This design comes from an exercise in tuning for small area and a short achievable clock period on the open sky130 flow, not from production work. Power figures rest on the tool's default switching activity, not on a simulated workload.

==> inputs of v32 <==
Design csr_unit, start of the top module:
module csr_unit (
    input  logic                      clk,
    input  logic                      rst,
    input  logic                      new_request,
    input  logic [12-1:0]    csr_addr,
    input  logic [1:0]                csr_op,
    input  logic [32-1:0]      rs1,
    input  logic                      read_regs,
    input  logic                      commit,
    input  logic                      exception_valid,
    input  logic [4-1:0]   exception_code,
    input  logic [32-1:0]      exception_pc,
    input  logic                      mret,
    input  logic                      instruction_complete,
    output logic                      csr_exception,
    output logic [32-1:0]      wb_csr,
    output logic [32-1:0]      trap_pc,
    output logic [32-1:0]      csr_mepc,
    output logic [1:0]                current_privilege
);
clock: 4.2 ns
lec_check: 0
cap_margin: 20
core_margin: 2
core_utilization: 40
setup_slack_margin: 1.75
slew_margin: 20
synth_hierarchical: 1
standard.sh (not shown) runs the stock make flow with config.mk's settings and CLKGATE_MAP_FILE= SYNTH_SCRIPT=/design/flow/synth_recipe.tcl, a recipe that flattens the netlist after the stock synthesis.
==> flow/flow/run.sh <==
#!/bin/bash
# Standard layout, with the port buffers inserted as buf_1 (the resizer sizes them up where timing needs it)
set -euo pipefail
export BUFFER_PORTS_ARGS="-buffer_cell sky130_fd_sc_hd__buf_1"
bash standard.sh finish > standard.log 2>&1
==> v20 (differences from v32) <==
--- a/flow/design.v
+++ b/flow/design.v
@@ -112,52 +112,23 @@
 endmodule
 module csr_g_and2 (input logic a, b, output logic y);
     assign y = a && b;
 endmodule
 module csr_g_and4 (input logic a, b, c, d, output logic y);
     assign y = a && b && c && d;
 endmodule
-module csr_g_a21o (input logic a1, a2, b1, output logic y);
-    assign y = (a1 && a2) || b1;
-endmodule
 `timescale 1ns/100ps
-module csr_g_ha (input logic a, b, output logic s, c);
-    assign s = a ^ b;
-    assign c = a & b;
-endmodule
-module csr_g_xor2 (input logic a, b, output logic y);
-    assign y = a ^ b;
-endmodule
-module csr_ctr_blk_carry (
+module csr_ctr_prefix (
     input  logic [63:0] q,
-    output logic [15:0] g
+    output logic [63:0] p
 );
-    logic [15:0] all4;
     always_comb begin
-        for (int b = 0; b < 16; b++)
-            all4[b] = &q[4*b +: 4];
-        g[0] = 1'b1;
-        for (int b = 1; b < 16; b++)
-            g[b] = g[b-1] & all4[b-1];
-    end
-endmodule
-module csr_ctr_inc (
-    input  logic [63:0] q,
-    input  logic        en,
-    output logic [63:0] nx
-);
-    logic [15:0] g;
-    csr_ctr_blk_carry carry_i (.q(q), .g(g));
-    for (genvar b = 0; b < 16; b++) begin : g_blk
-        logic c0, c1, c2, c3;
-        csr_g_and2 g_cin (.a(g[b]), .b(en), .y(c0));
-        csr_g_ha   g_h0  (.a(q[4*b]),   .b(c0), .s(nx[4*b]),   .c(c1));
-        csr_g_ha   g_h1  (.a(q[4*b+1]), .b(c1), .s(nx[4*b+1]), .c(c2));
-        csr_g_ha   g_h2  (.a(q[4*b+2]), .b(c2), .s(nx[4*b+2]), .c(c3));
-        csr_g_xor2 g_h3  (.a(q[4*b+3]), .b(c3), .y(nx[4*b+3]));
+        p[0] = 1'b1;
+        for (int i = 1; i < 64; i++)
+            p[i] = p[i-1] & q[i-1];
     end
 endmodule
 `timescale 1ns/100ps
 module csr_read_mux (
     input  logic        s_st, s_isa, s_tv, s_sc, s_ep, s_ca,
     input  logic        s_cl, s_ch, s_il, s_ih,
     input  logic [31:0] mstatus_v,
@@ -209,15 +180,14 @@
     output logic                      csr_exception,
     output logic [32-1:0]      wb_csr,
     output logic [32-1:0]      trap_pc,
     output logic [32-1:0]      csr_mepc,
     output logic [1:0]                current_privilege
 );
     logic        pm;
-    logic        pm_dec;
     logic        mie, mpie;
     logic [1:0]  mpp;
     logic [31:2] mtvec;
     logic [31:2] mepc;
     logic [31:0] mcause;
     logic [31:0] mscratch;
     logic [63:0] mcycle;
@@ -241,15 +211,15 @@
     assign h_cyc_lo   = is_ctr && !a[7] && !a[1];
     assign h_cyc_hi   = is_ctr &&  a[7] && !a[1];
     assign h_ins_lo   = is_ctr && !a[7] &&  a[1];
     assign h_ins_hi   = is_ctr &&  a[7] &&  a[1];
     csr_illegal illegal_i (
         .a           (a),
         .new_request (new_request),
-        .pm          (pm_dec),
+        .pm          (pm),
         .illegal     (csr_exception)
     );
     logic [31:0] wd, wdr;
     always_comb begin
         case (csr_op)
             2'b10:   wd = wb_csr | rs1;
             2'b11:   wd = wb_csr & ~rs1;
@@ -288,38 +258,32 @@
             mpp  <= 2'b00;
         end else if (we_mstatus) begin
             mie  <= wd[3];
             mpie <= wd[7];
             mpp  <= wd[12:11];
         end
     end
-    logic pm_dec_nx;
-    csr_g_a21o g_pm_dec_nx (.a1(mpp[1]), .a2(mpp[0]), .b1(exception_valid), .y(pm_dec_nx));
-    always_ff @(posedge clk) begin
-        if (rst)
-            pm_dec <= 1'b1;
-        else if (exception_valid || mret)
-            pm_dec <= pm_dec_nx;
-    end
     always_ff @(posedge clk) begin
         if (rst || we_mtvec)
             mtvec <= wdr[31:2];
         if (rst || we_mscratch)
             mscratch <= wdr;
         if (rst || exception_valid || we_mepc)
             mepc <= (exception_valid ? exception_pc[31:2] : wd[31:2]) & {30{!rst}};
         if (rst || exception_valid || we_mcause)
             mcause <= (exception_valid ? {28'd0, exception_code} : wd) & {32{!rst}};
     end
-    logic [63:0] cyc_nx, ins_nx;
+    logic [63:0] cyc_p, ins_p, cyc_nx, ins_nx;
     logic        cyc_en, ins_en;
+    csr_ctr_prefix cyc_prefix_i (.q(mcycle),   .p(cyc_p));
+    csr_ctr_prefix ins_prefix_i (.q(minstret), .p(ins_p));
     assign cyc_en = !(we_cyc_lo || we_cyc_hi);
     assign ins_en = instret_inc && !(we_ins_lo || we_ins_hi);
-    csr_ctr_inc cyc_inc_i (.q(mcycle),   .en(cyc_en), .nx(cyc_nx));
-    csr_ctr_inc ins_inc_i (.q(minstret), .en(ins_en), .nx(ins_nx));
+    assign cyc_nx = mcycle ^ (cyc_p & {64{cyc_en}});
+    assign ins_nx = minstret ^ (ins_p & {64{ins_en}});
     always_ff @(posedge clk) begin
         instret_inc <= instruction_complete && !rst;
         mcycle[31:0]    <= (rst || we_cyc_lo) ? wdr : cyc_nx[31:0];
         mcycle[63:32]   <= (rst || we_cyc_hi) ? wdr : cyc_nx[63:32];
         minstret[31:0]  <= (rst || we_ins_lo) ? wdr : ins_nx[31:0];
         minstret[63:32] <= (rst || we_ins_hi) ? wdr : ins_nx[63:32];
     end
SETUP_SLACK_MARGIN = 1.8   (was 1.75)
==> v27 (differences from v32) <==
--- a/flow/design.v
+++ b/flow/design.v
@@ -115,49 +115,62 @@
 endmodule
 module csr_g_and4 (input logic a, b, c, d, output logic y);
     assign y = a && b && c && d;
 endmodule
 module csr_g_a21o (input logic a1, a2, b1, output logic y);
     assign y = (a1 && a2) || b1;
 endmodule
-`timescale 1ns/100ps
-module csr_g_ha (input logic a, b, output logic s, c);
-    assign s = a ^ b;
-    assign c = a & b;
-endmodule
-module csr_g_xor2 (input logic a, b, output logic y);
-    assign y = a ^ b;
-endmodule
-module csr_ctr_blk_carry (
-    input  logic [63:0] q,
-    output logic [15:0] g
-);
-    logic [15:0] all4;
-    always_comb begin
-        for (int b = 0; b < 16; b++)
-            all4[b] = &q[4*b +: 4];
-        g[0] = 1'b1;
-        for (int b = 1; b < 16; b++)
-            g[b] = g[b-1] & all4[b-1];
-    end
+module csr_g_inv (input logic a, output logic y);
+    assign y = !a;
 endmodule
-module csr_ctr_inc (
+`timescale 1ns/100ps
+module csr_ctr_prefix (
     input  logic [63:0] q,
-    input  logic        en,
-    output logic [63:0] nx
+    output logic [63:0] p
 );
-    logic [15:0] g;
-    csr_ctr_blk_carry carry_i (.q(q), .g(g));
-    for (genvar b = 0; b < 16; b++) begin : g_blk
-        logic c0, c1, c2, c3;
-        csr_g_and2 g_cin (.a(g[b]), .b(en), .y(c0));
-        csr_g_ha   g_h0  (.a(q[4*b]),   .b(c0), .s(nx[4*b]),   .c(c1));
-        csr_g_ha   g_h1  (.a(q[4*b+1]), .b(c1), .s(nx[4*b+1]), .c(c2));
-        csr_g_ha   g_h2  (.a(q[4*b+2]), .b(c2), .s(nx[4*b+2]), .c(c3));
-        csr_g_xor2 g_h3  (.a(q[4*b+3]), .b(c3), .y(nx[4*b+3]));
+    logic [15:0] nl1, nl2, nl3, na;
+    for (genvar g = 0; g < 16; g++) begin : g_grp
+        csr_g_inv   g_l1 (.a(q[4*g]), .y(nl1[g]));
+        csr_g_nand2 g_l2 (.a(q[4*g]), .b(q[4*g+1]), .y(nl2[g]));
+        csr_g_nand3 g_l3 (.a(q[4*g]), .b(q[4*g+1]), .c(q[4*g+2]), .y(nl3[g]));
+        csr_g_nand4 g_l4 (.a(q[4*g]), .b(q[4*g+1]), .c(q[4*g+2]), .d(q[4*g+3]), .y(na[g]));
+    end
+    logic [3:0] sl1, sl2, sl3, sh, nsa;
+    for (genvar s = 0; s < 4; s++) begin : g_sup
+        csr_g_inv   g_s1 (.a(na[4*s]), .y(sl1[s]));
+        csr_g_nor2  g_s2 (.a(na[4*s]), .b(na[4*s+1]), .y(sl2[s]));
+        csr_g_nor3  g_s3 (.a(na[4*s]), .b(na[4*s+1]), .c(na[4*s+2]), .y(sl3[s]));
+        csr_g_nor2  g_sh (.a(na[4*s+2]), .b(na[4*s+3]), .y(sh[s]));
+        csr_g_nand2 g_sa (.a(sl2[s]), .b(sh[s]), .y(nsa[s]));
+    end
+    logic [3:1] sg;
+    csr_g_inv  g_sg1 (.a(nsa[0]), .y(sg[1]));
+    csr_g_nor2 g_sg2 (.a(nsa[0]), .b(nsa[1]), .y(sg[2]));
+    csr_g_nor3 g_sg3 (.a(nsa[0]), .b(nsa[1]), .c(nsa[2]), .y(sg[3]));
+    logic [15:1] ng;
+    assign ng[1] = na[0];
+    csr_g_inv g_ng2 (.a(sl2[0]), .y(ng[2]));
+    csr_g_inv g_ng3 (.a(sl3[0]), .y(ng[3]));
+    assign ng[4] = nsa[0];
+    csr_g_inv g_ng8  (.a(sg[2]), .y(ng[8]));
+    csr_g_inv g_ng12 (.a(sg[3]), .y(ng[12]));
+    for (genvar s = 1; s < 4; s++) begin : g_ng
+        csr_g_nand2 g_j1 (.a(sg[s]), .b(sl1[s]), .y(ng[4*s+1]));
+        csr_g_nand2 g_j2 (.a(sg[s]), .b(sl2[s]), .y(ng[4*s+2]));
+        csr_g_nand2 g_j3 (.a(sg[s]), .b(sl3[s]), .y(ng[4*s+3]));
+    end
+    assign p[0] = 1'b1;
+    assign p[1] = q[0];
+    csr_g_inv g_p2 (.a(nl2[0]), .y(p[2]));
+    csr_g_inv g_p3 (.a(nl3[0]), .y(p[3]));
+    for (genvar g = 1; g < 16; g++) begin : g_p
+        csr_g_inv  g_k0 (.a(ng[g]), .y(p[4*g]));
+        csr_g_nor2 g_k1 (.a(ng[g]), .b(nl1[g]), .y(p[4*g+1]));
+        csr_g_nor2 g_k2 (.a(ng[g]), .b(nl2[g]), .y(p[4*g+2]));
+        csr_g_nor2 g_k3 (.a(ng[g]), .b(nl3[g]), .y(p[4*g+3]));
     end
 endmodule
 `timescale 1ns/100ps
 module csr_read_mux (
     input  logic        s_st, s_isa, s_tv, s_sc, s_ep, s_ca,
     input  logic        s_cl, s_ch, s_il, s_ih,
     input  logic [31:0] mstatus_v,
@@ -306,20 +319,22 @@
         if (rst || we_mscratch)
             mscratch <= wdr;
         if (rst || exception_valid || we_mepc)
             mepc <= (exception_valid ? exception_pc[31:2] : wd[31:2]) & {30{!rst}};
         if (rst || exception_valid || we_mcause)
             mcause <= (exception_valid ? {28'd0, exception_code} : wd) & {32{!rst}};
     end
-    logic [63:0] cyc_nx, ins_nx;
+    logic [63:0] cyc_p, ins_p, cyc_nx, ins_nx;
     logic        cyc_en, ins_en;
+    csr_ctr_prefix cyc_prefix_i (.q(mcycle),   .p(cyc_p));
+    csr_ctr_prefix ins_prefix_i (.q(minstret), .p(ins_p));
     assign cyc_en = !(we_cyc_lo || we_cyc_hi);
     assign ins_en = instret_inc && !(we_ins_lo || we_ins_hi);
-    csr_ctr_inc cyc_inc_i (.q(mcycle),   .en(cyc_en), .nx(cyc_nx));
-    csr_ctr_inc ins_inc_i (.q(minstret), .en(ins_en), .nx(ins_nx));
+    assign cyc_nx = mcycle ^ (cyc_p & {64{cyc_en}});
+    assign ins_nx = minstret ^ (ins_p & {64{ins_en}});
     always_ff @(posedge clk) begin
         instret_inc <= instruction_complete && !rst;
         mcycle[31:0]    <= (rst || we_cyc_lo) ? wdr : cyc_nx[31:0];
         mcycle[63:32]   <= (rst || we_cyc_hi) ? wdr : cyc_nx[63:32];
         minstret[31:0]  <= (rst || we_ins_lo) ? wdr : ins_nx[31:0];
         minstret[63:32] <= (rst || we_ins_hi) ? wdr : ins_nx[63:32];
     end
CORE_UTILIZATION = 60   (was 40)
==> run notes <==
|  | v20 | v32 | v27 |
|---|---|---|---|
| Status | complete, no violations | complete, no violations | complete, no violations |
| Share of cells above drive strength 1 | 0.176 | 0.255 | 0.131 |
| First-pass GRT wire length | 76900 um | 75400 um | 69900 um |
| Vert. Die Dim | 198 um | 196 um | 163 um |
| Adder-cell area share of the yosys netlist | 0 | 0.0813 | 0 |
| Comb pwr | 0.461 mW | 0.429 mW | 0.463 mW |
| Sw Share | 0.239 | 0.234 | 0.238 |
| Start point of the worst min-delay path | mpie | mcause[0] | mpie |
| Net switching power | 1.54 mW | 1.56 mW | 1.53 mW |
| Area of placed instances | 16300 um2 | 17000 um2 | 16100 um2 |
| Ys Warns | 8 | 8 | 7 |
| Power density relative to cell area | 351 nW/um2 | 342 nW/um2 | 362 nW/um2 |
| Summed instance area of the synthesized netlist | 15100 um2 | 14800 um2 | 15100 um2 |
| Final RePlAce weighted congestion | 0.877 | 0.827 | 0.912 |
| Signal buffers | 267 | 274 | 244 |
| Clock-pin slew reported for the worst setup and hold paths after clock tree synthesis | 0.06 ns | 0.06 ns | 0.05 ns |
| Final worst path period share | 0.599 | 0.653 | 0.605 |
| # resized after CTS | 82 | 144 | 26 |
| Flop+latch power | 3.12 mW | 3.13 mW | 3.14 mW |
| Largest net degree at the start of global routing | 66 | 154 | 69 |
| Non-clock buffering overhead in the final layout | 0.0882 | 0.0837 | 0.0807 |
| Crit. path cell count | 5 | 13 | 6 |
| Met1 global-route usage | 0.350 | 0.358 | 0.478 |
| Inverters excl. clock | 61 | 39 | 117 |
| Multi-input combinational cell count | 1136 | 1016 | 1151 |
| Post-layout net count | 1880 | 1842 | 1929 |
No run of this note included a check of the RTL's function; only the layout flow was run.

what the ideal ports hide:
No port has a modelled driver above. Below, the same layouts with a new extraction and two added sets of constraints.
Step 1 sets driving cells, clkbuf_16 on the clock port and buf_2 on the other inputs (assumed; they add their load-dependent delay and slew).
Step 2 also shifts input and output timing later by t, the mid clock arrival at the registers, as if the neighbouring blocks saw the same clock.
Slacks: ideal / step 1 / step 2; pairs: ideal / step 1.
| run | t (ns) | slack for setup (ns) | worst setup path after step 2 | worst slew at a driven data input, ns |
|---|---|---|---|---|
| v32 | 0.567 | 1.457 / 1.459 / 0.893 | input to register | 0.07 |
| v20 | 0.553 | 1.683 / 1.632 / 1.259 | input to register | 0.07 |
| v27 | 0.551 | 1.660 / 1.601 / 1.253 | input to register | 0.07 |
After both steps every run listed still meets setup and hold. The setup slack of v32, which loses most, moves by +0.002 ns with the drivers and by -0.564 ns with both steps.
